This is an optimization exercise on Yosys and OpenROAD, whose aim is small area and a short achievable clock period, not a production implementation.
No functional check of the RTL was part of any run shown here.
No activity file was given, so power comes from the tool's default toggle rates.

<file path="flow/design.v">
`timescale 1ns/1ps
package rs_pkg;
  localparam int N_ENT     = 8;
  localparam int ENT_SEL   = 3;
  localparam int TAG_W     = 6;    
  localparam int DATA_W    = 32;
  localparam int SPECTAG_W = 5;
  localparam int AGE_W     = 6;    
  localparam int DLY_W     = 3;    
  localparam int OP_W      = 4;
  typedef enum logic [OP_W-1:0] {
    ALU_ADD  = 4'd0,
    ALU_SUB  = 4'd1,
    ALU_AND  = 4'd2,
    ALU_OR   = 4'd3,
    ALU_XOR  = 4'd4,
    ALU_SLL  = 4'd5,
    ALU_SRL  = 4'd6,
    ALU_SRA  = 4'd7,
    ALU_SLT  = 4'd8,
    ALU_SLTU = 4'd9
  } alu_op_e;
  typedef struct packed {
    logic [TAG_W-1:0]     src_a;
    logic [TAG_W-1:0]     src_b;
    logic [DATA_W-1:0]    imm;
    logic [TAG_W-1:0]     dest;
    logic                 dest_valid;
    alu_op_e              alu_op;
    logic [SPECTAG_W-1:0] spectag;
    logic [AGE_W-1:0]     age;
    logic [DLY_W-1:0]     delay;     
  } rs_payload_t;
  localparam int PL_W = 2*TAG_W + DATA_W + TAG_W + 1 + OP_W + SPECTAG_W + AGE_W + DLY_W;   
  localparam int OFS_DLY  = 0;
  localparam int OFS_AGE  = OFS_DLY + DLY_W;
  localparam int OFS_STAG = OFS_AGE + AGE_W;
  localparam int OFS_OP   = OFS_STAG + SPECTAG_W;
  localparam int OFS_DV   = OFS_OP + OP_W;
  localparam int OFS_DEST = OFS_DV + 1;
  localparam int OFS_IMM  = OFS_DEST + TAG_W;
  localparam int OFS_SRCB = OFS_IMM + DATA_W;
  localparam int OFS_SRCA = OFS_SRCB + TAG_W;
endpackage
`timescale 1ns/1ps
import rs_pkg::*;
module rs_alloc (
  input  logic             disp_valid,
  input  logic [N_ENT-1:0] busy,
  output logic [N_ENT-1:0] we             
);
  always_comb
  begin
    for (int i = 0; i < N_ENT; i++)
    begin
      we[i] = disp_valid && !busy[i];
      for (int k = 0; k < i; k++)
        we[i] = we[i] && busy[k];
    end
  end
endmodule
`timescale 1ns/1ps
import rs_pkg::*;
module rs_entry (
  input  logic                 clk,
  input  logic                 rst,
  input  logic                 we,
  input  rs_pkg::rs_payload_t  wr_payload,
  input  logic                 wr_rdy_a,
  input  logic                 wr_rdy_b,
  input  logic                 wr_specbit,
  input  logic                 grant,
  output logic                 ready,
  output logic                 busy,
  output logic                 busy_nx,     
  output rs_pkg::rs_payload_t  payload,
  output logic                 specbit_o,
  input  logic                 wk_valid,    
  input  logic                 wk_fast,     
  input  logic [TAG_W-1:0]     wk_tag,
  input  logic [DLY_W-1:0]     wk_load,     
  input  logic                 br_valid,
  input  logic                 br_success,
  input  logic [SPECTAG_W-1:0] br_tag
);
  rs_pkg::rs_payload_t pl;
  logic             specbit;
  logic [1:0]       wt;              
  logic [DLY_W-1:0] ecnt;
  logic [DLY_W-1:0] ecnt_dec;
  logic [TAG_W-1:0] src_tag [2];
  logic [TAG_W-1:0] new_tag [2];
  logic [1:0]       new_rdy;
  logic [1:0]       eq;
  logic [1:0]       hit;
  logic [1:0]       new_hit;
  logic [1:0]       src_rdy;
  logic             br_match;
  logic             kill;
  logic             disp_br_match;
  logic             disp_kill;
  always_comb
  begin
    src_tag[0] = pl.src_a;
    src_tag[1] = pl.src_b;
    new_tag[0] = wr_payload.src_a;
    new_tag[1] = wr_payload.src_b;
    new_rdy    = {wr_rdy_b, wr_rdy_a};
    for (int s = 0; s < 2; s++)
    begin
      eq[s]      = (wk_tag == src_tag[s]);
      hit[s]     = wt[s] && wk_valid && eq[s];
      new_hit[s] = wk_valid && (wk_tag == new_tag[s]);
      src_rdy[s] = !wt[s] || (wk_fast && eq[s]);
    end
  end
  assign ecnt_dec = (ecnt == '0) ? '0 : ecnt - 1'b1;
  assign br_match      = br_valid && (br_tag == pl.spectag);
  assign kill          = br_match && !br_success && specbit;
  assign disp_br_match = br_valid && (br_tag == wr_payload.spectag);
  assign disp_kill     = disp_br_match && !br_success && wr_specbit;
  assign busy_nx = we ? !disp_kill : (busy && !kill);
  always_ff @(posedge clk)
  begin
    if (!rst)
      busy <= 1'b0;
    else
      busy <= busy_nx && !grant;
  end
  always_ff @(posedge clk)
  begin
    if (!busy)
    begin
      pl      <= wr_payload;
      specbit <= wr_specbit && !disp_br_match;
      wt      <= ~new_rdy & ~new_hit;
      ecnt    <= |(~new_rdy & new_hit) ? wk_load : '0;
    end
    else
    begin
      if (br_match && br_success)
        specbit <= 1'b0;
      wt <= wt & ~hit;
      if (|hit && wk_load > ecnt_dec)
        ecnt <= wk_load;
      else
        ecnt <= ecnt_dec;
    end
  end
  assign ready     = busy && (ecnt == '0) && src_rdy[0] && src_rdy[1];
  assign payload   = pl;
  assign specbit_o = specbit;
endmodule
`timescale 1ns/1ps
import rs_pkg::*;
module rs_issue_select (
  input  logic                  clk,
  input  logic [N_ENT-1:0]      busy,
  input  logic [AGE_W-1:0]      wr_age,
  input  logic [N_ENT*AGE_W-1:0] ages,       
  input  logic [N_ENT-1:0]      ready,
  output logic [N_ENT-1:0]      grant,
  output logic                  any
);
  logic             older [N_ENT][N_ENT];
  logic [N_ENT-1:0] below;   
  logic [AGE_W:0]   cmp_a, cmp_b;
  logic [AGE_W:0]   cmp_e;
  logic             cmp_t;
  logic [N_ENT-1:0] c;       
  always_comb
  begin
    for (int k = 0; k < N_ENT; k++)
    begin
      below[k] = 1'b1;
      for (int m = 0; m <= k; m++)
        below[k] = below[k] && busy[m];
      cmp_a = {ages[k*AGE_W +: AGE_W], 1'b0};
      cmp_b = {wr_age, below[k]};
      cmp_e = ~(cmp_a ^ cmp_b);
      c[k]  = 1'b0;
      for (int n = 0; n <= AGE_W; n++)
      begin
        cmp_t = !cmp_a[n] && cmp_b[n];
        for (int m = n + 1; m <= AGE_W; m++)
          cmp_t = cmp_t && cmp_e[m];
        c[k] = c[k] || cmp_t;
      end
    end
  end
  always_ff @(posedge clk)
  begin
    for (int i = 0; i < N_ENT; i++)
      for (int j = i + 1; j < N_ENT; j++)
        if (!busy[j])
          older[i][j] <= c[i];         
        else if (!busy[i])
          older[i][j] <= !c[j];        
  end
  always_comb
  begin
    for (int j = 0; j < N_ENT; j++)
    begin
      grant[j] = ready[j];
      for (int i = 0; i < N_ENT; i++)
        if (i < j)
          grant[j] = grant[j] && !(ready[i] && older[i][j]);
        else if (i > j)
          grant[j] = grant[j] && !(ready[i] && !older[j][i]);
    end
  end
  assign any = |ready;
endmodule
`timescale 1ns/1ps
import rs_pkg::*;
module rs_alu (
  input  logic                 clk,
  input  logic                 rst,
  input  logic                 disp_valid,
  input  logic [TAG_W-1:0]     disp_src_a,
  input  logic [TAG_W-1:0]     disp_src_b,
  input  logic [TAG_W-1:0]     disp_dest,
  input  logic                 disp_rdy_a,
  input  logic                 disp_rdy_b,
  input  logic [DATA_W-1:0]    disp_imm,
  input  logic                 disp_dest_valid,
  input  logic [OP_W-1:0]      disp_alu_op,
  input  logic [SPECTAG_W-1:0] disp_spectag,
  input  logic                 disp_specbit,
  input  logic [AGE_W-1:0]     disp_age,
  input  logic [DLY_W-1:0]     disp_delay,
  input  logic                 br_valid,
  input  logic                 br_success,
  input  logic [SPECTAG_W-1:0] br_tag,
  output logic                 full,
  output logic                 issue_valid,
  output logic [TAG_W-1:0]     issue_src_a,
  output logic [TAG_W-1:0]     issue_src_b,
  output logic [TAG_W-1:0]     issue_dest,
  output logic [DATA_W-1:0]    issue_imm,
  output logic                 issue_dest_valid,
  output logic [OP_W-1:0]      issue_alu_op,
  output logic [SPECTAG_W-1:0] issue_spectag,
  output logic                 issue_specbit
);
  rs_pkg::rs_payload_t       disp_payload;
  logic [N_ENT*PL_W-1:0]     payloads;
  logic [N_ENT-1:0]          we;
  logic [N_ENT-1:0]          ready;
  logic [N_ENT-1:0]          busy;
  logic [N_ENT-1:0]          busy_nx;
  logic [N_ENT-1:0]          specbits;
  logic [N_ENT-1:0]          grant;
  logic                      any;
  logic [N_ENT*AGE_W-1:0]    ages;
  logic [TAG_W-1:0]          iss_dest;
  logic                      iss_dv;
  logic [DLY_W-1:0]          iss_dly;
  logic                      wk_valid;    
  logic                      wk_fast;     
  logic [DLY_W-1:0]          wk_load;
  always_comb
  begin
    disp_payload.src_a      = disp_src_a;
    disp_payload.src_b      = disp_src_b;
    disp_payload.imm        = disp_imm;
    disp_payload.dest       = disp_dest;
    disp_payload.dest_valid = disp_dest_valid;
    disp_payload.alu_op     = rs_pkg::alu_op_e'(disp_alu_op);
    disp_payload.spectag    = disp_spectag;
    disp_payload.age        = disp_age;
    disp_payload.delay      = disp_delay;
  end
  rs_alloc u_alloc (
    .disp_valid (disp_valid),
    .busy       (busy),
    .we         (we)
  );
  assign wk_load  = (iss_dly == '0) ? '0 : iss_dly - 1'b1;
  genvar g;
  generate
    for (g = 0; g < N_ENT; g++)
    begin : g_ent
      rs_entry u_ent (
        .clk        (clk),
        .rst        (rst),
        .we         (we[g]),
        .wr_payload (disp_payload),
        .wr_rdy_a   (disp_rdy_a),
        .wr_rdy_b   (disp_rdy_b),
        .wr_specbit (disp_specbit),
        .grant      (grant[g]),
        .ready      (ready[g]),
        .busy       (busy[g]),
        .busy_nx    (busy_nx[g]),
        .payload    (payloads[g*PL_W +: PL_W]),
        .specbit_o  (specbits[g]),
        .wk_valid   (wk_valid),
        .wk_tag     (iss_dest),
        .wk_fast    (wk_fast),
        .wk_load    (wk_load),
        .br_valid   (br_valid),
        .br_success (br_success),
        .br_tag     (br_tag)
      );
    end
  endgenerate
  always_comb
  begin
    for (int i = 0; i < N_ENT; i++)
    begin
      ages[i*AGE_W +: AGE_W] = payloads[i*PL_W+OFS_AGE +: AGE_W];
    end
  end
  rs_issue_select u_sel (
    .clk    (clk),
    .busy   (busy),
    .wr_age (disp_age),
    .ages   (ages),
    .ready  (ready),
    .grant  (grant),
    .any    (any)
  );
  always_ff @(posedge clk)
  begin
    if (!rst)
    begin
      issue_valid <= 1'b0;
      full        <= 1'b0;
    end
    else
    begin
      issue_valid <= any;
      full        <= !any && (&busy_nx);
    end
  end
  logic [PL_W-1:0]  p;
  logic             sb;
  logic             gv;
  logic             gf;
  always_comb
  begin
    p  = '0;
    sb = 1'b0;
    gv = 1'b0;
    gf = 1'b0;
    for (int i = 0; i < N_ENT; i++)
    begin
      p  = p  | ({PL_W{grant[i]}} & payloads[i*PL_W +: PL_W]);
      sb = sb | (grant[i] & specbits[i]);
      gv = gv | (grant[i] & payloads[i*PL_W+OFS_DV]);
      gf = gf | (grant[i] & payloads[i*PL_W+OFS_DV] & (payloads[i*PL_W+OFS_DLY +: DLY_W] == '0));
    end
  end
  always_ff @(posedge clk)
  begin
    issue_src_a   <= p[OFS_SRCA +: TAG_W];
    issue_src_b   <= p[OFS_SRCB +: TAG_W];
    issue_imm     <= p[OFS_IMM +: DATA_W];
    issue_alu_op  <= p[OFS_OP +: OP_W];
    issue_spectag <= p[OFS_STAG +: SPECTAG_W];
    iss_dest      <= p[OFS_DEST +: TAG_W];
    iss_dv        <= p[OFS_DV];
    iss_dly       <= p[OFS_DLY +: DLY_W];
    issue_specbit <= sb;
    wk_valid      <= rst && gv;
    wk_fast       <= rst && gf;
  end
  assign issue_dest       = iss_dest;
  assign issue_dest_valid = iss_dv;
endmodule
</file>
<file path="flow/flow/run.sh">
#!/bin/bash
# Standard layout, with plain buffers on the ports and sizing not tied to cell footprints.
set -euo pipefail
bash standard.sh BUFFER_PORTS_ARGS="-buffer_cell sky130_fd_sc_hd__buf_2" MATCH_CELL_FOOTPRINT=0 finish > flow_make.log 2>&1
</file>
<file path="flow/constraint.sdc">
create_clock -name core_clock -period 7.5 [get_ports {clk}]
set_input_delay 1.5000 -clock core_clock [delete_from_list [all_inputs] [get_ports {clk}]]
set_output_delay 1.5000 -clock core_clock [all_outputs]
set_load 0.01 [all_outputs]
</file>
<file path="flow/config.mk">
export PLATFORM = sky130hd
export DESIGN_NAME = rs_alu
export DESIGN_NICKNAME = rs_alu
export VERILOG_FILES = /design/flow/design.v
export SDC_FILE = /design/flow/constraint.sdc
export NUM_CORES = 4
export LEC_CHECK = 0
export CAP_MARGIN = 20
export CORE_MARGIN = 2
export CORE_UTILIZATION = 60
export CTS_BUF_LIST = sky130_fd_sc_hd__clkbuf_16
export CTS_CLUSTER_DIAMETER = 100
export CTS_CLUSTER_SIZE = 20
export SETUP_SLACK_MARGIN = 5.0
export SLEW_MARGIN = 20
export TNS_END_PERCENT = 0
</file>
<file path="flow/standard.sh">
#!/bin/bash
# synth_recipe.tcl (not shown) runs the flow's synth.tcl, then flattens the netlist and writes it again
# the make line also repeats each setting of config.mk as NAME=value (left out here)
make -C /OpenROAD-flow-scripts/flow DESIGN_CONFIG=/design/flow/config.mk WORK_HOME=/design/flow/orfs CLKGATE_MAP_FILE= SYNTH_SCRIPT=/design/flow/synth_recipe.tcl "${@:-finish}"
</file>
==> reports/metrics.yaml, run 1 <==
drc: 0
setup_viol: 0
synth-edff-count: 588
crit_path_max_incr_delay_ns: 0.50
antenna_found_initial: 8
skew_ns: 0.01769
cts_tree: "yes"
grt_usage_pct: 33.08
yosysSeqAreaShare_pct: 66.39
clockRootBuffer: "clkbuf_16"
status: "finished clean"
clock.fmax_mhz: 327.2
crit_path_top_delay_cell: "nor4_2"
drv_slew: 0
finalCritPeriodShare_pct: 40.75
power_density_mw_per_mm2: 213.4
synth_cell_type_count: 70
cp.required_ns: 7.95
hold_viol: 0
async_reset_ff_share_pct: 0
drive_above_1_share_pct: 20.45
viasPerCell: 6.338
h-tree-depth: 2
syn_area_mm2: 0.03009
ant_nets: 0
rsz0062_at_grt: "yes"
areaGrowthSynthToFinish_pct: 17.64
final_common_cell: "edfxtp_1"
worstPathMaxFanout: 10
cts.sinks: 704
vdd_ir_drop_max_uv: 193.9
grt-ovfl-total: 0
mostFrequentLayoutCells: "edfxtp_1 (588), inv_1 (240), a22oi_1 (181)"
syn_nets: 2412
grt_pass1_vias: 19690
slew_headroom_pct: 34.04
max-cap-violations: 0
min_path_type: "register to register"
finalSetupTns_ns: 0
cp_cell_sequence: "buf_12 -> xor2_1 -> nor4_2 -> a31o_2 -> nand3_1 -> o2111ai_4 -> buf_12 -> buf_12 -> nor3_1 -> a2111oi_1 -> nand3_1"
dieArea_mm2: 0.05196
vias: 20168
clk_latency_ns: 0.60
drt_pre_antenna_iters: 6
grt_start_max_net_pins: 53
start_util_pct: 60.35
drt-total-wl_um: 87760
utilization_pct: 71.00
numPortBuffers: 144
synthCells: 2242
drt-initial-drc-count: 2333
cp-end-kind: "register"
fillCellCount: 3475
die_y_um: 228.0
grt_pass1_wl_um: 126800
final_nets: 2647
io_pins: 145
yosysWarnings: 7
start_kind: "register"
cts_buffers: 41
core-area_mm2: 0.04986
num_rows: 82
hpwl_um: 49580
synth_area_per_cell_um2: 13.42
routedWlPerCell_um: 27.58
clk_pin_slew_worst_paths_ns: 0.08
synth-main-ff-cell: "edfxtp_1"
crit_type: "register to register"
die_w_um: 228.0
p_leak_nw: 13.95
crit_arrival_ns: 3.51
worst_slew_pin_slew_ns: 0.9894
ys_seq_elements: 704
min_period_ns: 3.056
place_congestion: 0.9169
ctsLongestPathBuffers: 3
cp_common_cell: "buf_12"
-- synthesized netlist by cell type (3+ instances only) --
| master | count | share of area [%] |
|---|---|---|
| o2111ai_2 | 9 | 0.45 |
| nor2_2 | 3 | 0.062 |
| edfxtp_1 | 588 | 59 |
| nor4b_1 | 5 | 0.15 |
| inv_1 | 226 | 2.8 |
| and4_1 | 5 | 0.15 |
| nand4_1 | 37 | 0.77 |
| a21o_1 | 36 | 0.90 |
| dfxtp_1 | 116 | 7.7 |
| o21ai_0 | 34 | 0.57 |
| mux2i_1 | 13 | 0.43 |
| a21oi_1 | 52 | 0.86 |
| clkbuf_1 | 49 | 0.61 |
| a41o_1 | 3 | 0.10 |
| buf_4 | 15 | 0.37 |
| a22oi_1 | 188 | 4.7 |
| buf_1 | 7 | 0.087 |
| nand3_1 | 78 | 1.3 |
| nor3_1 | 129 | 2.1 |
| o31ai_1 | 5 | 0.12 |
| xnor2_1 | 55 | 1.6 |
| or2_2 | 7 | 0.15 |
| a21boi_0 | 17 | 0.42 |
| nand2_1 | 85 | 1.1 |
| buf_6 | 11 | 0.41 |
| o211ai_1 | 6 | 0.15 |
| and2_1 | 17 | 0.35 |
| a311o_1 | 6 | 0.20 |
| o2bb2ai_1 | 3 | 0.087 |
| nor4_1 | 23 | 0.48 |
| nand3b_1 | 10 | 0.25 |
| buf_2 | 23 | 0.38 |
| ha_1 | 88 | 3.7 |
| a2111oi_1 | 5 | 0.17 |
| xor2_1 | 98 | 2.9 |
| o2111ai_4 | 4 | 0.35 |
| a2111oi_2 | 21 | 1.0 |
| a2111oi_0 | 13 | 0.38 |
| a31o_2 | 9 | 0.26 |
| o22ai_1 | 18 | 0.37 |
| and3_1 | 13 | 0.27 |
| nor2_1 | 72 | 0.90 |
-- through the flow --
stage          area, um^2  cells  setup WS, ns  hold WS, ns  power, W
2_1_floorplan       30150   2242         4.388       0.4418  0.004973
3_3_place_gp        31520   2991         2.927       0.4477  0.005207
3_5_place_dp        31540   2992         2.824       0.4533  0.005226
4_1_cts             34590   3140         4.536       0.4676  0.007536
5_1_grt             35400   3181         4.284       0.4925  0.007779
6_report            35400   3182         4.444       0.4734  0.007556
-- power by group --
part / total, W / switching [W] / leakage [nW] / internal (W)
clock: 0.00230 / 0.00126 / 0.688 / 0.00105
combinational: 0.000629 / 0.000390 / 6.12 / 0.000239
sequential: 0.00463 / 0.000136 / 7.14 / 0.00449
total: 0.00756 / 0.00178 / 14.0 / 0.00577
-- routing by layer --
layer | part of all wire [%] | up-vias | track usage [%]
met3 | 9.6 | 185 | 7.163
met4 | 3.4 | 10 | 12.25
met5 | 0.071 | - | 0
li1 | - | 8856 | -
met1 | 40 | 10094 | 45.86
met2 | 47 | 1023 | 51.92
-- area by class of cell --
class	instances	area, um^2	share of cell area, %
antenna	2	5.005	0.01414
clock buffer	43	1076	3.039
clock inverter	31	133.9	0.3782
inverter	227	873.3	2.467
multi-input combinational	1209	9794	27.67
sequential	704	19990	56.48
tap	672	840.8	2.375
timing repair buffer	293	2680	7.570
timing repair inverter	1	5.005	0.01414
-- logic make-up (layout without fill, tap and decap cells) --
family | after synthesis | after routing | synth area share (%)
AO/OA/AOI/OAI | 454 | 454 | 11.98
XOR/XNOR | 153 | 153 | 4.453
adder cells (fa/ha/maj) | 88 | 88 | 3.659
buffers and inverters | 332 | 595 | 4.698
flip-flops | 704 | 704 | 66.39
multiplexers | 13 | 13 | 0.4324
other | 0 | 2 | 0
AND/OR/NAND/NOR | 498 | 501 | 8.390
-- worst paths after layout --
kind | startpoint | endpoint | slack, ns | cells after the start
worst max-delay path | iss_dest[0] | issue_spectag[4] | 4.44 | 11
worst min-delay path | g_ent[0].u_ent.pl[43] | issue_imm[18] | 0.47 | 2
worst max register to register | iss_dest[0] | issue_spectag[4] | 4.44 | 11
worst min register to register | g_ent[0].u_ent.pl[43] | issue_imm[18] | 0.47 | 2
-- repair_timing --
action / 4_1_cts / 5_1_grt
pin swaps: 42 / 43
gates cloned: 16 / 3
setup buffers: 58 / 37
hold buffers: 0 / 0
setup endpoints to repair: 311 / 385
resized for setup: 189 / 68
-- worst max-delay path, delay by kind of cell (launching register included) --
kind            cells  cell delay [ns]
compound gates      3             0.96
simple gates        4             0.90
buf+inv             3             0.48
flops               1             0.39
xor+xnor            1             0.18
-- state kept, by name, indices dropped and copies added, names as in the netlist --
signal and count:
g_ent.u_ent.ecnt 24, g_ent.u_ent.pl 552, issue_valid 1, issue_src_b 6, issue_specbit 1, iss_dv 1, g_ent.u_ent.specbit 8, issue_src_a 6
full 1, iss_dest 6, iss_dly 3, issue_imm 32, g_ent.u_ent.wt 16, wk_valid 1, u_sel.older 28, issue_spectag 5
issue_alu_op 4, wk_fast 1, g_ent.u_ent.busy 8
==> run 2: changes to the inputs <==
--- a/flow/design.v
+++ b/flow/design.v
@@ -79,3 +79,3 @@
   input  logic                 wk_fast,     
-  input  logic [TAG_W-1:0]     wk_tag,
+  input  logic [4*(TAG_W/2)-1:0] wk_oh,     
   input  logic [DLY_W-1:0]     wk_load,     
@@ -94,2 +94,3 @@
   logic [1:0]       eq;
+  logic [1:0]       nq;
   logic [1:0]       hit;
@@ -110,5 +111,11 @@
     begin
-      eq[s]      = (wk_tag == src_tag[s]);
+      eq[s]      = 1'b1;
+      nq[s]      = 1'b1;
+      for (int k = 0; k < TAG_W/2; k++)
+      begin
+        eq[s] = eq[s] && wk_oh[4*k + src_tag[s][2*k +: 2]];
+        nq[s] = nq[s] && wk_oh[4*k + new_tag[s][2*k +: 2]];
+      end
       hit[s]     = wt[s] && wk_valid && eq[s];
-      new_hit[s] = wk_valid && (wk_tag == new_tag[s]);
+      new_hit[s] = wk_valid && nq[s];
       src_rdy[s] = !wt[s] || (wk_fast && eq[s]);
@@ -260,2 +267,4 @@
   logic                      wk_fast;     
+  logic [4*(TAG_W/2)-1:0]    wk_oh;       
+  logic [4*(TAG_W/2)-1:0]    oh;
   logic [DLY_W-1:0]          wk_load;
@@ -298,3 +307,3 @@
         .wk_valid   (wk_valid),
-        .wk_tag     (iss_dest),
+        .wk_oh      (wk_oh),
         .wk_fast    (wk_fast),
@@ -354,2 +363,8 @@
   end
+  always_comb
+  begin
+    for (int k = 0; k < TAG_W/2; k++)
+      for (int v = 0; v < 4; v++)
+        oh[4*k + v] = (p[OFS_DEST + 2*k +: 2] == v);
+  end
   always_ff @(posedge clk)
@@ -367,2 +382,3 @@
     wk_fast       <= rst && gf;
+    wk_oh         <= oh;
   end
==> reports/metrics.yaml, run 2 <==
drt-initial-drc-count: 2704
hold_slack_ns: 0.4686
cts.sinks: 716
p_leak_nw: 12.80
drc: 0
ys_seq_elements: 716
num_rows: 81
yosys.area.top_type_share_pct: 60.00
hold_viol: 0
grt_pass1_vias: 18551
hpwl_um: 48830
clkPwrFrac_pct: 30.9
status: "finished clean"
start_util_pct: 60.49
r2r-end: "issue_src_b[2]"
vdd_ir_drop_max_uv: 249.8
crit_arrival_ns: 3.67
finalCritPeriodShare_pct: 41.63
utilization_pct: 68.33
placed_area_mm2: 0.03082
largest_register_ffs: 552
r2r-start: "g_ent[0].u_ent.pl[65]"
min_path_type: "register to register"
cp-end-kind: "register"
drive_above_1_share_pct: 19.84
max-cap-violations: 0
synthMostInstantiatedCell: "edfxtp_1"
finalSetupTns_ns: 0
drt-total-wl_um: 84870
syn_area_mm2: 0.02943
synth.area.top_cells: "edfxtp_1 (60%), dfxtp_1 (8.7%), mux4_2 (4.1%)"
io_pins: 145
p_int_w: 0.005835
yosysWarnings: 7
ff2ff_path_depth: 9
crit_type: "register to register"
h-tree-depth: 2
pwr-share-comb_pct: 7.2
syn_nets: 2137
top_regs: "g_ent.u_ent.pl x552, issue_imm x32, u_sel.older x28"
worstPathMaxFanout: 30
clk_latency_ns: 0.62
final_nets: 2298
min_from: "g_ent[6].u_ent.pl[54]"
clk_pin_slew_worst_paths_ns: 0.08
synth_common_cells: "edfxtp_1 (588), dfxtp_1 (128), inv_1 (120)"
holdPathStages: 2
die_w_um: 225.5
power_density_mw_per_mm2: 229.0
final_common_cell: "edfxtp_1"
die_y_um: 225.5
grt_usage_pct: 33.66
seqPwrFrac_pct: 61.9
worst_slew_pin_slew_ns: 1.134
setup_viol: 0
dp.cells: 2660
synthCells: 1967
drv_slew: 0
fin_cells: 2787
min_period_ns: 3.122
async_reset_ff_share_pct: 0
dieArea_mm2: 0.05083
cts_tree: "yes"
cts_buffers: 42
regMostFlops: "g_ent.u_ent.pl"
routedWlPerCell_um: 30.45
regArea_mm2: 0.02025
hold_end: "issue_imm[29]"
p_switching_w: 0.001778
grt_pass1_wl_um: 122700
antenna_found_initial: 6
finalInstanceArea_mm2: 0.03324
synth-main-ff-cell: "edfxtp_1"
rrSetupSlack_ns: 4.38
clock.fmax_mhz: 320.3
viasPerCell: 6.901
yosysSeqAreaShare_pct: 68.71
synth_cell_type_count: 60
p_sw_share_pct: 23.35
cp.required_ns: 8.05
areaGrowthSynthToFinish_pct: 12.95
rsz0062_at_grt: "yes"
numPortBuffers: 144
slew_headroom_pct: 24.09
skew_ns: 0.02599
ant_nets: 0
mostFrequentLayoutCells: "edfxtp_1 (588), inv_1 (144), buf_2 (143)"
clockRootBuffer: "clkbuf_16"
multi_input_area_mm2: 0.008914
drt_pre_antenna_iters: 10
ctsLongestPathBuffers: 3
place_congestion: 0.9548
synth-edff-count: 588
start_kind: "register"
grt_start_max_net_pins: 61
vias: 19233
synth_area_leader_cell: "edfxtp_1"
grt-ovfl-total: 0
fillCellCount: 3366
core-area_mm2: 0.04865
synth_area_per_cell_um2: 14.96
[run 2: changes by cell type after synthesis, moves of 16 or more]
cell,before,now
inv_1,226,120
a2111oi_2,21,1
xor2_1,98,36
a22oi_1,188,67
nand4_1,37,21
mux4_2,0,54
a222oi_1,0,114
nor3_1,129,23
xnor2_1,55,9
[run 2: layout make-up]
cell class                 instances  area share, %
sequential                       716          60.93
multi-input combinational       1026          26.82
timing repair buffer             218          4.675
clock buffer                      43          3.237
tap                              622          2.341
inverter                         124          1.446
clock inverter                    35         0.5345
antenna                            3        0.02259
[run 2: how the worst max path moves through the flow]
stage	endpoint	slack [ns]	start
floorplan	u_sel.older[21]	4.42	disp_age[0]
global placement	wk_oh[2]	3.12	wk_oh[3]
detailed placement	wk_oh[5]	3.18	wk_oh[3]
CTS	wk_oh[9]	4.46	g_ent[0].u_ent.pl[67]
global route	wk_oh[6]	4.30	g_ent[1].u_ent.pl[63]
finish	issue_src_b[2]	4.38	g_ent[0].u_ent.pl[65]
[run 2: critical path, cell delays in order, from the launching register on]
cell and delay [ns]:
edfxtp_1 0.42, mux4_2 0.57, a41o_1 0.28, and3_4 0.25, a2111oi_4 0.42, nor4b_4 0.39
buf_4 0.22, buf_12 0.26, a22oi_1 0.15, nand3_1 0.09
[run 2: kinds of logic (layout without fill, tap and decap cells)]
group,count (synthesis),after routing,share of synthesized area [%]
compound gates,433,433,11.56
xor+xnor,45,45,1.339
fa+ha+maj,88,88,3.742
buf+inv,227,420,3.061
flops,716,716,68.71
mux,65,65,4.507
other cells,0,3,0
simple gates,393,395,7.083
[run 2: metal layers]
layer | global-route usage (%) | up-vias | share of wire (%) | routed length [um]
li1 | - | 8229 | - | -
met1 | 46.40 | 9600 | 38 | 32550
met2 | 53.36 | 1175 | 47 | 39990
met3 | 6.245 | 223 | 10 | 8908
met4 | 13.91 | 6 | 4.0 | 3374
met5 | 0 | - | 0.052 | 44
[run 2: power by group through the flow]
| stage | Clock, W | Combinational, W | Sequential, W |
|---|---|---|---|
| 3_5_place_dp | 0 | 0.000499 | 0.00480 |
| 2_1_floorplan | 0 | 0.000290 | 0.00474 |
| 6_report | 0.00235 | 0.000547 | 0.00472 |
| 3_3_place_gp | 0 | 0.000487 | 0.00479 |
| 5_1_grt | 0.00251 | 0.000587 | 0.00474 |
| 4_1_cts | 0.00237 | 0.000538 | 0.00471 |
[run 2: per-stage QoR]
step	total power [W]	setup slack, ns
4_1_cts	0.007622	4.463
6_report	0.007613	4.378
5_1_grt	0.007832	4.296
3_3_place_gp	0.005279	3.120
3_5_place_dp	0.005295	3.178
2_1_floorplan	0.005033	4.421
[run 2: what timing repair did]
item                                    4_1_cts  5_1_grt
hold endpoints to repair                      0        0
endpoints found under the setup margin      231      330
pin swaps                                    19        3
cloned                                       14        0
hold buffers                                  0        0
buffers inserted                             32        0
resized for setup                           144        9
==> run 3: changes to the inputs <==
--- a/flow/design.v
+++ b/flow/design.v
@@ -345,2 +345,4 @@
   end
+  logic [N_ENT-1:0] iss_sel;       
+  logic [N_ENT-1:0] iss_sel_imm;   
   logic [PL_W-1:0]  p;
@@ -371,7 +373,4 @@
   begin
-    issue_src_a   <= p[OFS_SRCA +: TAG_W];
-    issue_src_b   <= p[OFS_SRCB +: TAG_W];
-    issue_imm     <= p[OFS_IMM +: DATA_W];
-    issue_alu_op  <= p[OFS_OP +: OP_W];
-    issue_spectag <= p[OFS_STAG +: SPECTAG_W];
+    iss_sel       <= grant;
+    iss_sel_imm   <= rst ? grant : '0;
     iss_dest      <= p[OFS_DEST +: TAG_W];
@@ -384,2 +383,18 @@
   end
+  always_comb
+  begin
+    issue_src_a   = '0;
+    issue_src_b   = '0;
+    issue_imm     = '0;
+    issue_alu_op  = '0;
+    issue_spectag = '0;
+    for (int i = 0; i < N_ENT; i++)
+    begin
+      issue_src_a   = issue_src_a   | ({TAG_W{iss_sel[i]}}     & payloads[i*PL_W+OFS_SRCA +: TAG_W]);
+      issue_src_b   = issue_src_b   | ({TAG_W{iss_sel[i]}}     & payloads[i*PL_W+OFS_SRCB +: TAG_W]);
+      issue_imm     = issue_imm     | ({DATA_W{iss_sel_imm[i]}} & payloads[i*PL_W+OFS_IMM +: DATA_W]);
+      issue_alu_op  = issue_alu_op  | ({OP_W{iss_sel[i]}}      & payloads[i*PL_W+OFS_OP +: OP_W]);
+      issue_spectag = issue_spectag | ({SPECTAG_W{iss_sel[i]}} & payloads[i*PL_W+OFS_STAG +: SPECTAG_W]);
+    end
+  end
   assign issue_dest       = iss_dest;
==> reports/metrics.yaml, run 3 <==
regMostFlops: "g_ent.u_ent.pl"
num_rows: 80
ys_seq_elements: 679
setup_slack_ns: 4.252
dieArea_mm2: 0.05029
clock.fmax_mhz: 307.9
fin_total_pwr_w: 0.007215
cp.required_ns: 7.99
synth.area.top_cells: "edfxtp_1 (61%), dfxtp_1 (6.3%), a22oi_1 (5.8%)"
drv_slew: 0
grtUsageMet3_pct: 5.826
die_w_um: 224.3
syn_nets: 2140
final_common_cell: "edfxtp_1"
routedWlPerCell_um: 28.74
rsz0062_at_grt: "yes"
clockRootBuffer: "clkbuf_16"
top_regs: "g_ent.u_ent.pl x552, u_sel.older x28, g_ent.u_ent.ecnt x24"
p_leak_nw: 12.38
mostFrequentLayoutCells: "edfxtp_1 (588), a22oi_1 (206), buf_2 (143)"
dp.cells: 2666
grt.met1_usage_pct: 46.18
start_util_pct: 60.83
synth_cell_type_count: 75
place_congestion: 0.9887
busiest_layer: "met2"
grt_pass1_vias: 18059
yosysWarnings: 7
final_nets: 2283
drc: 0
areaGrowthSynthToFinish_pct: 11.30
synth_area_per_cell_um2: 14.77
grt_pass1_wl_um: 115800
crit_type: "register to register"
min_period_ns: 3.248
dp_slack_ns: 3.583
crit_path_max_incr_delay_ns: 0.67
finalCritPeriodShare_pct: 43.30
slew_headroom_pct: 29.22
syn_area_mm2: 0.02911
core-area_mm2: 0.04785
setup_viol: 0
drive_above_1_share_pct: 18.24
grt_start_max_net_pins: 59
max-cap-violations: 0
fin_cells: 2761
drt_pre_antenna_iters: 6
cts_buffers: 40
yosysSeqAreaShare_pct: 66.92
synth_common_cells: "edfxtp_1 (588), a22oi_1 (226), inv_1 (118)"
hpwl_um: 48360
async_reset_ff_share_pct: 0
drt-total-wl_um: 79360
power_density_mw_per_mm2: 222.7
crit_family: "compound AO/OA/AOI/OAI gates"
synth-edff-count: 588
synth-main-ff-cell: "edfxtp_1"
finalSetupTns_ns: 0
grt-ovfl-total: 0
clk_latency_ns: 0.59
start_kind: "register"
synth_area_leader_cell: "edfxtp_1"
cp-end-kind: "register"
status: "finished clean"
grt_usage_pct: 31.47
ctsLongestPathBuffers: 3
yosys.area.top_type_share_pct: 60.66
cp_cell_sequence: "mux4_1 -> a41o_1 -> and4_4 -> a2111oi_4 -> nand2_2 -> inv_2 -> nand2_1 -> o41ai_2 -> o41a_1"
h-tree-depth: 2
worstPathMaxFanout: 7
skew_ns: 0.01207
cp_num_buf_inv: 1
die_y_um: 224.3
crit_path_top_delay_cell: "mux4_1"
ant_nets: 0
cts.sinks: 679
largest_register_ffs: 552
hold_slack_ns: 0.4976
min_path_type: "register to register"
antenna_found_initial: 11
worst_slew_pin_slew_ns: 1.062
vdd_ir_drop_max_uv: 238.9
fillCellCount: 3424
crit_arrival_ns: 3.74
synthCells: 1970
hold_buffers: 0
numPortBuffers: 144
io_pins: 145
synthMostInstantiatedCell: "edfxtp_1"
vias: 18582
grt_use_met2_pct: 48.12
viasPerCell: 6.730
hold_viol: 0
drt-initial-drc-count: 2397
cts_tree: "yes"
clk_pin_slew_worst_paths_ns: 0.09
==> run 3: worst min-delay path: cells and delay by family, from the launching register on <==
family | cells | cell delay [ns]
flip-flops | 1 | 0.33
AND/OR/NAND/NOR | 1 | 0.06
AO/OA/AOI/OAI | 1 | 0.06
==> run 3: layout make-up <==
class,count,area [um^2],share of cell area [%]
inverter,129,508.0,1.568
sequential,679,19520,60.26
multi-input combinational,1064,8995,27.77
antenna,2,5.005,0.01545
tap,615,769.5,2.375
timing repair buffer,199,1400,4.322
clock inverter,31,146.4,0.4519
clock buffer,42,1051,3.244
==> run 3: routing by layer <==
layer,wire length [um],share of wire (%)
met1,32890,41
met5,120,0.15
met3,7302,9.2
met4,2279,2.9
met2,36770,46
==> run 3: stage by stage <==
stage	utilization, %	instance area (um^2)
global placement	63.72	30490
finish	67.71	32400
detailed placement	63.73	30490
global route	67.70	32390
CTS	67.06	32080
floorplan	-	29170
==> run 3: kinds of logic (layout without fill, tap and decap cells) <==
family | count (synthesis) | in the layout | share of synthesized area, %
adder cells (fa/ha/maj) | 88 | 88 | 3.783
other | 0 | 2 | 0
multiplexers | 64 | 64 | 4.870
buffers and inverters | 227 | 401 | 3.155
AO/OA/AOI/OAI | 478 | 478 | 12.63
AND/OR/NAND/NOR | 389 | 389 | 7.291
flip-flops | 679 | 679 | 66.92
XOR/XNOR | 45 | 45 | 1.354
==> run 3: report_power, final <==
group / switching, W / internal, W / total (W) / leakage, nW
Sequential: 0.000140 / 0.00434 / 0.00448 / 6.94
Combinational: 0.000306 / 0.000197 / 0.000503 / 4.75
Clock: 0.00120 / 0.00103 / 0.00223 / 0.684
Total: 0.00165 / 0.00557 / 0.00722 / 12.4
==> run 3: repair_timing <==
item                                   CTS  global route
setup endpoints to repair              217           218
pin swaps                               10            19
cloned                                   4             1
endpoints found under the hold margin    0             0
buffers inserted                         3            12
gates resized for setup                 82            43
==> run 3: path summary, 6_finish.rpt <==
| kind | from | end | slack, ns | depth (start not counted) |
|---|---|---|---|---|
| min | g_ent[1].u_ent.wt[1] | g_ent[1].u_ent.wt[1] | 0.50 | 2 |
| min reg2reg | g_ent[1].u_ent.wt[1] | g_ent[1].u_ent.wt[1] | 0.50 | 2 |
| max reg2reg | g_ent[3].u_ent.pl[59] | wk_fast | 4.25 | 9 |
| max | g_ent[3].u_ent.pl[59] | wk_fast | 4.25 | 9 |
==> run 4: changes to the inputs <==
--- a/flow/design.v
+++ b/flow/design.v
@@ -79,3 +79,3 @@
   input  logic                 wk_fast,     
-  input  logic [4*(TAG_W/2)-1:0] wk_oh,     
+  input  logic [TAG_W-1:0]     wk_tag,
   input  logic [DLY_W-1:0]     wk_load,     
@@ -94,3 +94,2 @@
   logic [1:0]       eq;
-  logic [1:0]       nq;
   logic [1:0]       hit;
@@ -111,11 +110,5 @@
     begin
-      eq[s]      = 1'b1;
-      nq[s]      = 1'b1;
-      for (int k = 0; k < TAG_W/2; k++)
-      begin
-        eq[s] = eq[s] && wk_oh[4*k + src_tag[s][2*k +: 2]];
-        nq[s] = nq[s] && wk_oh[4*k + new_tag[s][2*k +: 2]];
-      end
+      eq[s]      = (wk_tag == src_tag[s]);
       hit[s]     = wt[s] && wk_valid && eq[s];
-      new_hit[s] = wk_valid && nq[s];
+      new_hit[s] = wk_valid && (wk_tag == new_tag[s]);
       src_rdy[s] = !wt[s] || (wk_fast && eq[s]);
@@ -257,3 +250,2 @@
   logic [N_ENT-1:0]          busy;
-  logic [N_ENT-1:0]          busy_nx;
   logic [N_ENT-1:0]          specbits;
@@ -267,4 +259,2 @@
   logic                      wk_fast;     
-  logic [4*(TAG_W/2)-1:0]    wk_oh;       
-  logic [4*(TAG_W/2)-1:0]    oh;
   logic [DLY_W-1:0]          wk_load;
@@ -303,3 +293,3 @@
         .busy       (busy[g]),
-        .busy_nx    (busy_nx[g]),
+        .busy_nx    (),
         .payload    (payloads[g*PL_W +: PL_W]),
@@ -307,3 +297,3 @@
         .wk_valid   (wk_valid),
-        .wk_oh      (wk_oh),
+        .wk_tag     (iss_dest),
         .wk_fast    (wk_fast),
@@ -332,2 +322,3 @@
   );
+  assign full = &busy;
   always_ff @(posedge clk)
@@ -335,11 +326,5 @@
     if (!rst)
-    begin
       issue_valid <= 1'b0;
-      full        <= 1'b0;
-    end
     else
-    begin
       issue_valid <= any;
-      full        <= !any && (&busy_nx);
-    end
   end
@@ -365,8 +350,2 @@
   end
-  always_comb
-  begin
-    for (int k = 0; k < TAG_W/2; k++)
-      for (int v = 0; v < 4; v++)
-        oh[4*k + v] = (p[OFS_DEST + 2*k +: 2] == v);
-  end
   always_ff @(posedge clk)
@@ -381,3 +360,2 @@
     wk_fast       <= rst && gf;
-    wk_oh         <= oh;
   end
==> reports/metrics.yaml, run 4 <==
core-area_mm2: 0.04745
syn_area_mm2: 0.02869
power_density_mw_per_mm2: 219.8
finalCritPeriodShare_pct: 44.09
cp-end-kind: "register"
top_regs: "g_ent.u_ent.pl x552, u_sel.older x28, g_ent.u_ent.ecnt x24"
drv_slew: 0
drt_pre_antenna_iters: 6
dp.cells: 2716
hold_viol: 0
vias: 18648
synth.area.top_cells: "edfxtp_1 (62%), a22oi_1 (6.5%), dfxtp_1 (5.4%)"
start_util_pct: 60.47
grt_usage_pct: 32.57
vdd_ir_drop_max_uv: 232.9
max-cap-violations: 0
yosysSeqAreaShare_pct: 66.99
ant_nets: 0
synth_area_leader_cell: "edfxtp_1"
synth-main-ff-cell: "edfxtp_1"
crit_path_top_delay_cell: "nor4_2"
num_rows: 80
cp.required_ns: 7.95
areaGrowthSynthToFinish_pct: 11.67
final_nets: 2351
crit_type: "register to register"
synth_common_cells: "edfxtp_1 (588), a22oi_1 (250), inv_1 (122)"
min_path_type: "register to register"
yosysWarnings: 7
setup_viol: 0
skew_ns: 0.02467
hold_buffers: 0
ys_seq_elements: 666
dp_slack_ns: 3.615
die_y_um: 222.7
min_period_ns: 3.307
utilization_pct: 67.53
grt_pass1_vias: 18201
crit_path_max_incr_delay_ns: 0.50
setup_slack_ns: 4.193
crit_arrival_ns: 3.76
synth_area_per_cell_um2: 14.22
clockRootBuffer: "clkbuf_16"
cp_cell_sequence: "buf_6 -> xor2_1 -> nor4_2 -> o2bb2ai_1 -> and2_2 -> a22o_1 -> nor3_4 -> buf_12 -> a2111oi_1 -> nand3_1"
p_leak_nw: 11.93
fin_cells: 2815
yosys.area.top_type_share_pct: 61.54
synth-edff-count: 588
slew_headroom_pct: 26.24
cts.sinks: 666
clk_pin_slew_worst_paths_ns: 0.08
worstPathMaxFanout: 19
cts_buffers: 39
viasPerCell: 6.625
status: "finished clean"
drt-total-wl_um: 80870
mostFrequentLayoutCells: "edfxtp_1 (588), a22oi_1 (245), buf_2 (144)"
numPortBuffers: 144
die_w_um: 222.7
final_common_cell: "edfxtp_1"
syn_nets: 2188
dieArea_mm2: 0.04958
rsz0062_at_grt: "yes"
ctsLongestPathBuffers: 3
crit_family: "compound AO/OA/AOI/OAI gates"
synthCells: 2018
async_reset_ff_share_pct: 0
largest_register_ffs: 552
drt-initial-drc-count: 2400
routedWlPerCell_um: 28.73
grt-ovfl-total: 0
synth_cell_type_count: 83
grt_pass1_wl_um: 118600
place_congestion: 0.9375
hpwl_um: 48990
h-tree-depth: 2
grt_start_max_net_pins: 54
regMostFlops: "g_ent.u_ent.pl"
cp_num_buf_inv: 2
io_pins: 145
worst_slew_pin_slew_ns: 1.097
synthMostInstantiatedCell: "edfxtp_1"
drive_above_1_share_pct: 17.38
antenna_found_initial: 7
clk_latency_ns: 0.60
start_kind: "register"
drc: 0
cts_tree: "yes"
clock.fmax_mhz: 302.4
finalSetupTns_ns: 0
[run 4: path summary, 6_finish.rpt]
check	end	slack (ns)	cells after the start	from
max	iss_dest[4]	4.19	10	iss_dest[5]
min	iss_dest[3]	0.48	2	g_ent[4].u_ent.pl[22]
max reg2reg	iss_dest[4]	4.19	10	iss_dest[5]
min reg2reg	iss_dest[3]	0.48	2	g_ent[4].u_ent.pl[22]
[run 4: timing repair]
item,4_1_cts,5_1_grt
resized for setup,101,18
buffers inserted,23,8
cloned,8,0
endpoints found under the setup margin,163,202
pin swaps,6,5
[run 4: worst reg2reg max path, stage by stage (launching register included)]
cell and delay, ns:
dfxtp_1 0.41, buf_6 0.28, xor2_1 0.18, nor4_2 0.50, o2bb2ai_1 0.37, and2_2 0.34, a22o_1 0.23, nor3_4 0.07
buf_12 0.15, a2111oi_1 0.49, nand3_1 0.16
[run 4: logic make-up after synthesis]
| kind of cell | after synthesis | share of synthesized area [%] |
|---|---|---|
| AO/OA/AOI/OAI | 481 | 12.90 |
| XOR/XNOR | 153 | 4.697 |
| adder cells (fa/ha/maj) | 88 | 3.838 |
| buffers and inverters | 216 | 3.271 |
| flip-flops | 666 | 66.99 |
| multiplexers | 14 | 0.5234 |
| AND/OR/NAND/NOR | 400 | 7.780 |
[run 4: area by class of cell]
cell class / count / area, um^2
well taps: 615 / 769.5
multi-input cells: 1136 / 8723
repair buffers: 216 / 1689
diodes: 2 / 5.005
fillers: 3365 / 15410
clock inverters: 18 / 97.59
flip-flops and latches: 666 / 19280
inverters: 122 / 476.7
clock buffers: 40 / 1001
[run 4: metrics by stage]
stage               power, W  hold WS [ns]  area (um^2)
finish              0.007041        0.4840        32040
global route        0.007243        0.5092        32040
CTS                 0.007042        0.4881        31870
detailed placement  0.004949        0.4695        30030
global placement    0.004938        0.4557        30020
floorplan           0.004720        0.4418        28770
[run 4: report_power, final]
| part | switching [W] | internal (W) | total (W) |
|---|---|---|---|
| combinational | 0.000316 | 0.000181 | 0.000497 |
| sequential | 0.000136 | 0.00427 | 0.00440 |
| clock | 0.00117 | 0.000971 | 0.00214 |
[run 4: metal layers]
metal / vias up / global-route usage, % / wire (um)
met5: - / 0 / 52
li1: 8109 / - / -
met4: 8 / 11.97 / 2848
met3: 170 / 6.057 / 7675
met2: 1041 / 51.49 / 37890
met1: 9320 / 45.54 / 32410
==> run 5: changes to the inputs <==
--- a/flow/design.v
+++ b/flow/design.v
@@ -250,2 +250,3 @@
   logic [N_ENT-1:0]          busy;
+  logic [N_ENT-1:0]          busy_nx;
   logic [N_ENT-1:0]          specbits;
@@ -293,3 +294,3 @@
         .busy       (busy[g]),
-        .busy_nx    (),
+        .busy_nx    (busy_nx[g]),
         .payload    (payloads[g*PL_W +: PL_W]),
@@ -322,3 +323,2 @@
   );
-  assign full = &busy;
   always_ff @(posedge clk)
@@ -326,5 +326,11 @@
     if (!rst)
+    begin
       issue_valid <= 1'b0;
+      full        <= 1'b0;
+    end
     else
+    begin
       issue_valid <= any;
+      full        <= !any && (&busy_nx);
+    end
   end
@@ -332,2 +338,4 @@
   logic [N_ENT-1:0] iss_sel_imm;   
+  logic [N_ENT-1:0] iss_sel_hi;    
+  logic [N_ENT-1:0] iss_sel_src;   
   logic [PL_W-1:0]  p;
@@ -354,2 +362,8 @@
     iss_sel_imm   <= rst ? grant : '0;
+    if (any)
+      iss_sel_hi  <= grant;
+    if (!rst)
+      iss_sel_src <= '0;
+    else if (any)
+      iss_sel_src <= grant;
     iss_dest      <= p[OFS_DEST +: TAG_W];
@@ -370,5 +384,6 @@
     begin
-      issue_src_a   = issue_src_a   | ({TAG_W{iss_sel[i]}}     & payloads[i*PL_W+OFS_SRCA +: TAG_W]);
-      issue_src_b   = issue_src_b   | ({TAG_W{iss_sel[i]}}     & payloads[i*PL_W+OFS_SRCB +: TAG_W]);
-      issue_imm     = issue_imm     | ({DATA_W{iss_sel_imm[i]}} & payloads[i*PL_W+OFS_IMM +: DATA_W]);
+      issue_src_a   = issue_src_a   | ({TAG_W{iss_sel_src[i]}} & payloads[i*PL_W+OFS_SRCA +: TAG_W]);
+      issue_src_b   = issue_src_b   | ({TAG_W{iss_sel_src[i]}} & payloads[i*PL_W+OFS_SRCB +: TAG_W]);
+      issue_imm     = issue_imm     | {{(DATA_W/2){iss_sel_hi[i]}} & payloads[i*PL_W+OFS_IMM+DATA_W/2 +: DATA_W/2],
+                                       {(DATA_W/2){iss_sel_imm[i]}} & payloads[i*PL_W+OFS_IMM +: DATA_W/2]};
       issue_alu_op  = issue_alu_op  | ({OP_W{iss_sel[i]}}      & payloads[i*PL_W+OFS_OP +: OP_W]);
==> reports/metrics.yaml, run 5 <==
r2r-start: "iss_dest[5]"
start_util_pct: 60.89
numPortBuffers: 144
async_reset_ff_share_pct: 0
mostFrequentLayoutCells: "edfxtp_1 (596), a22oi_1 (253), buf_2 (143)"
rrSetupSlack_ns: 4.32
p_leak_nw: 11.99
clk_pin_slew_worst_paths_ns: 0.08
cp.required_ns: 6.00
largest_register_ffs: 552
vias: 18254
cts_tree: "yes"
min_path_type: "register to register"
crit_path_max_incr_delay_ns: 0.68
vdd_ir_drop_max_uv: 249.4
final_common_cell: "edfxtp_1"
cts.sinks: 683
cts_buffers: 40
status: "finished clean"
max-cap-violations: 0
synth_area_leader_cell: "edfxtp_1"
finalSetupTns_ns: 0
synth-compound-area-share_pct: 12.71
hpwl_um: 46480
worst_slew_pin_slew_ns: 1.125
core-area_mm2: 0.04785
synthCells: 2067
io_pins: 145
synth-simple-area-share_pct: 7.571
place_congestion: 0.9230
ys_seq_elements: 683
synth-main-ff-cell: "edfxtp_1"
drv_slew: 0
top_regs: "g_ent.u_ent.pl x552, u_sel.older x28, g_ent.u_ent.ecnt x24"
syn_nets: 2237
slew_headroom_pct: 25.01
synthXorXnorAreaFrac_pct: 4.728
regMostFlops: "g_ent.u_ent.pl"
placed_area_mm2: 0.03031
final_nets: 2361
clockRootBuffer: "clkbuf_16"
viasPerCell: 6.437
holdPathStages: 2
synth_fa_ha_area_share_pct: 3.779
finalCritPeriodShare_pct: 43.28
drt-total-wl_um: 75370
h-tree-depth: 2
power_density_mw_per_mm2: 227.8
grt_pass1_vias: 18148
areaGrowthSynthToFinish_pct: 9.396
min_period_ns: 3.246
synth_area_per_cell_um2: 14.10
yosysSeqAreaShare_pct: 67.41
antenna_found_initial: 3
start_kind: "register"
fillCellCount: 3471
rsz0062_at_grt: "yes"
clk_latency_ns: 0.60
ctsLongestPathBuffers: 3
cp_cell_sequence: "a22oi_1 -> nand4_1 -> buf_2"
synthMostInstantiatedCell: "edfxtp_1"
cp-end-kind: "primary output"
yosysWarnings: 7
die_w_um: 224.4
synthMuxAreaShare_pct: 0.4509
yosys.area.top_type_share_pct: 61.43
crit_arrival_ns: 1.75
drt-initial-drc-count: 2101
dieArea_mm2: 0.05034
skew_ns: 0.02509
min_from: "g_ent[1].u_ent.pl[22]"
synth-edff-count: 596
setup_viol: 0
synth.area.top_cells: "edfxtp_1 (61%), a22oi_1 (6.6%), dfxtp_1 (6.0%)"
num_rows: 80
r2r-end: "iss_dly[2]"
worstPathMaxFanout: 9
grt_start_max_net_pins: 60
cp-startpoint: "iss_sel[4]"
crit_path_top_delay_cell: "dfxtp_1"
clock.fmax_mhz: 308.1
hold_viol: 0
hold_end: "iss_dest[3]"
finalInstanceArea_mm2: 0.03187
drive_above_1_share_pct: 15.44
ant_nets: 0
routedWlPerCell_um: 26.58
synth_common_cells: "edfxtp_1 (596), a22oi_1 (257), inv_1 (112)"
syn_area_mm2: 0.02914
crit_type: "register to primary output"
die_y_um: 224.4
synth_top_family_by_area: "compound AO/OA/AOI/OAI gates"
drc: 0
n_antenna_cell: 0
synth_cell_type_count: 84
grt_usage_pct: 30.04
ff2ff_path_depth: 10
drt_pre_antenna_iters: 5
grt-ovfl-total: 0
grt_pass1_wl_um: 112400
## run 5: cell types whose count changed after synthesis, moves of 9 or more
cell | before | now
nor2_1 | 39 | 79
o21ai_0 | 55 | 33
a21oi_1 | 31 | 58
nand2_1 | 87 | 101
dfxtp_1 | 78 | 87
nor3_1 | 44 | 30
inv_1 | 122 | 112
## run 5: worst max-delay path by stage
stage	endpoint	slack, ns	depth (start not counted)
after floorplan	full	4.33	9
after global placement	wk_valid	3.49	8
after detailed placement	wk_valid	3.49	8
after CTS	issue_imm[23]	4.25	4
after global routing	issue_specbit	4.19	9
final	issue_spectag[3]	4.25	3
## run 5: cell type report
class | count | area [um^2] | area share [%]
tap | 615 | 769.5 | 2.414
multi-input combinational | 1164 | 8623 | 27.06
inverter | 114 | 447.9 | 1.405
timing repair buffer | 188 | 1179 | 3.698
clock buffer | 41 | 1026 | 3.219
clock inverter | 31 | 148.9 | 0.4671
sequential | 683 | 19680 | 61.74
## run 5: cell families (layout without fill, tap and decap cells)
logic type,count (synthesis),in the layout
flops,683,683
compound gates,492,492
simple gates,418,418
buf+inv,220,374
xor+xnor,153,153
fa+ha+maj,88,88
mux,13,13
## run 5: per-stage QoR
step                      total power, W  hold WS (ns)  worst slack, ns  std cells  util, %
after floorplan                 0.004862        0.4207            4.330       2067        -
final                           0.007260        0.4789            4.254       2836    66.62
after CTS                       0.007285        0.4794            4.245       2836    66.48
after global routing            0.007489        0.5056            4.192       2836    66.62
after global placement          0.005083        0.4296            3.492       2745    63.33
after detailed placement        0.005096        0.4589            3.494       2745    63.34
## run 5: timing repair
item | CTS | global route
hold buffers | 0 | 0
cloned | 0 | 0
setup endpoints to repair | 178 | 181
resized for setup | 31 | 13
pin swaps | 5 | 1
setup buffers | 19 | 0
## run 5: critical path: cells and delay by family (launching register included)
| kind | cells | cell delay [ns] |
|---|---|---|
| flops | 1 | 0.68 |
| compound gates | 1 | 0.17 |
| buf+inv | 1 | 0.15 |
| simple gates | 1 | 0.14 |
## run 5: power by group
| group | internal [W] | switching (W) | total [W] |
|---|---|---|---|
| clock network | 0.00101 | 0.00122 | 0.00223 |
| registers | 0.00437 | 0.000127 | 0.00450 |
| logic | 0.000195 | 0.000341 | 0.000537 |
## run 5: layer usage
| metal | vias up | global-route usage, % | wire length (um) |
|---|---|---|---|
| met2 | 801 | 48.31 | 35780 |
| met4 | 6 | 8.737 | 1857 |
| met3 | 135 | 4.246 | 5767 |
| met5 | - | 0 | 41 |
| met1 | 9145 | 43.24 | 31930 |
| li1 | 8167 | - | - |

[afterwards: timing with drivers on the ports]
In the flow no input, the clock included, has a driving cell. The finished layouts below were timed again as built, in two steps. Step 1: set_driving_cell puts a clkbuf_16 on clk and a buf_2 on each other input, an assumption about the parent block. Step 2, shift: input delay + t, output delay - t, t = (earliest + latest rising clock arrival at the registers) / 2. This alone moves slack from input paths to output paths. a / b / c = ideal / step 1 / step 2; a / b = the first two.
run | t, ns | setup slack, ns | latest minus earliest clock arrival (ns) | slew at the worst register clock pin (ns) | worst slew at a driven data input, ns
run 1 | 0.655 | 4.444 / 4.444 / 3.922 | 0.018 / 0.018 | 0.09 / 0.09 | 0.10
run 2 | 0.665 | 4.378 / 4.378 / 3.775 | 0.028 / 0.028 | 0.09 / 0.09 | 0.10
run 3 | 0.641 | 4.252 / 4.201 / 3.776 | 0.016 / 0.015 | 0.09 / 0.09 | 0.11
run 4 | 0.647 | 4.193 / 4.185 / 3.728 | 0.032 / 0.032 | 0.09 / 0.09 | 0.09
run 5 | 0.644 | 4.254 / 4.194 / 3.744 | 0.026 / 0.026 | 0.09 / 0.09 | 0.09
After both steps every run listed still meets setup and hold. The setup slack of run 2, which loses most, moves by 0.000 ns with the drivers and by -0.603 ns with both steps.
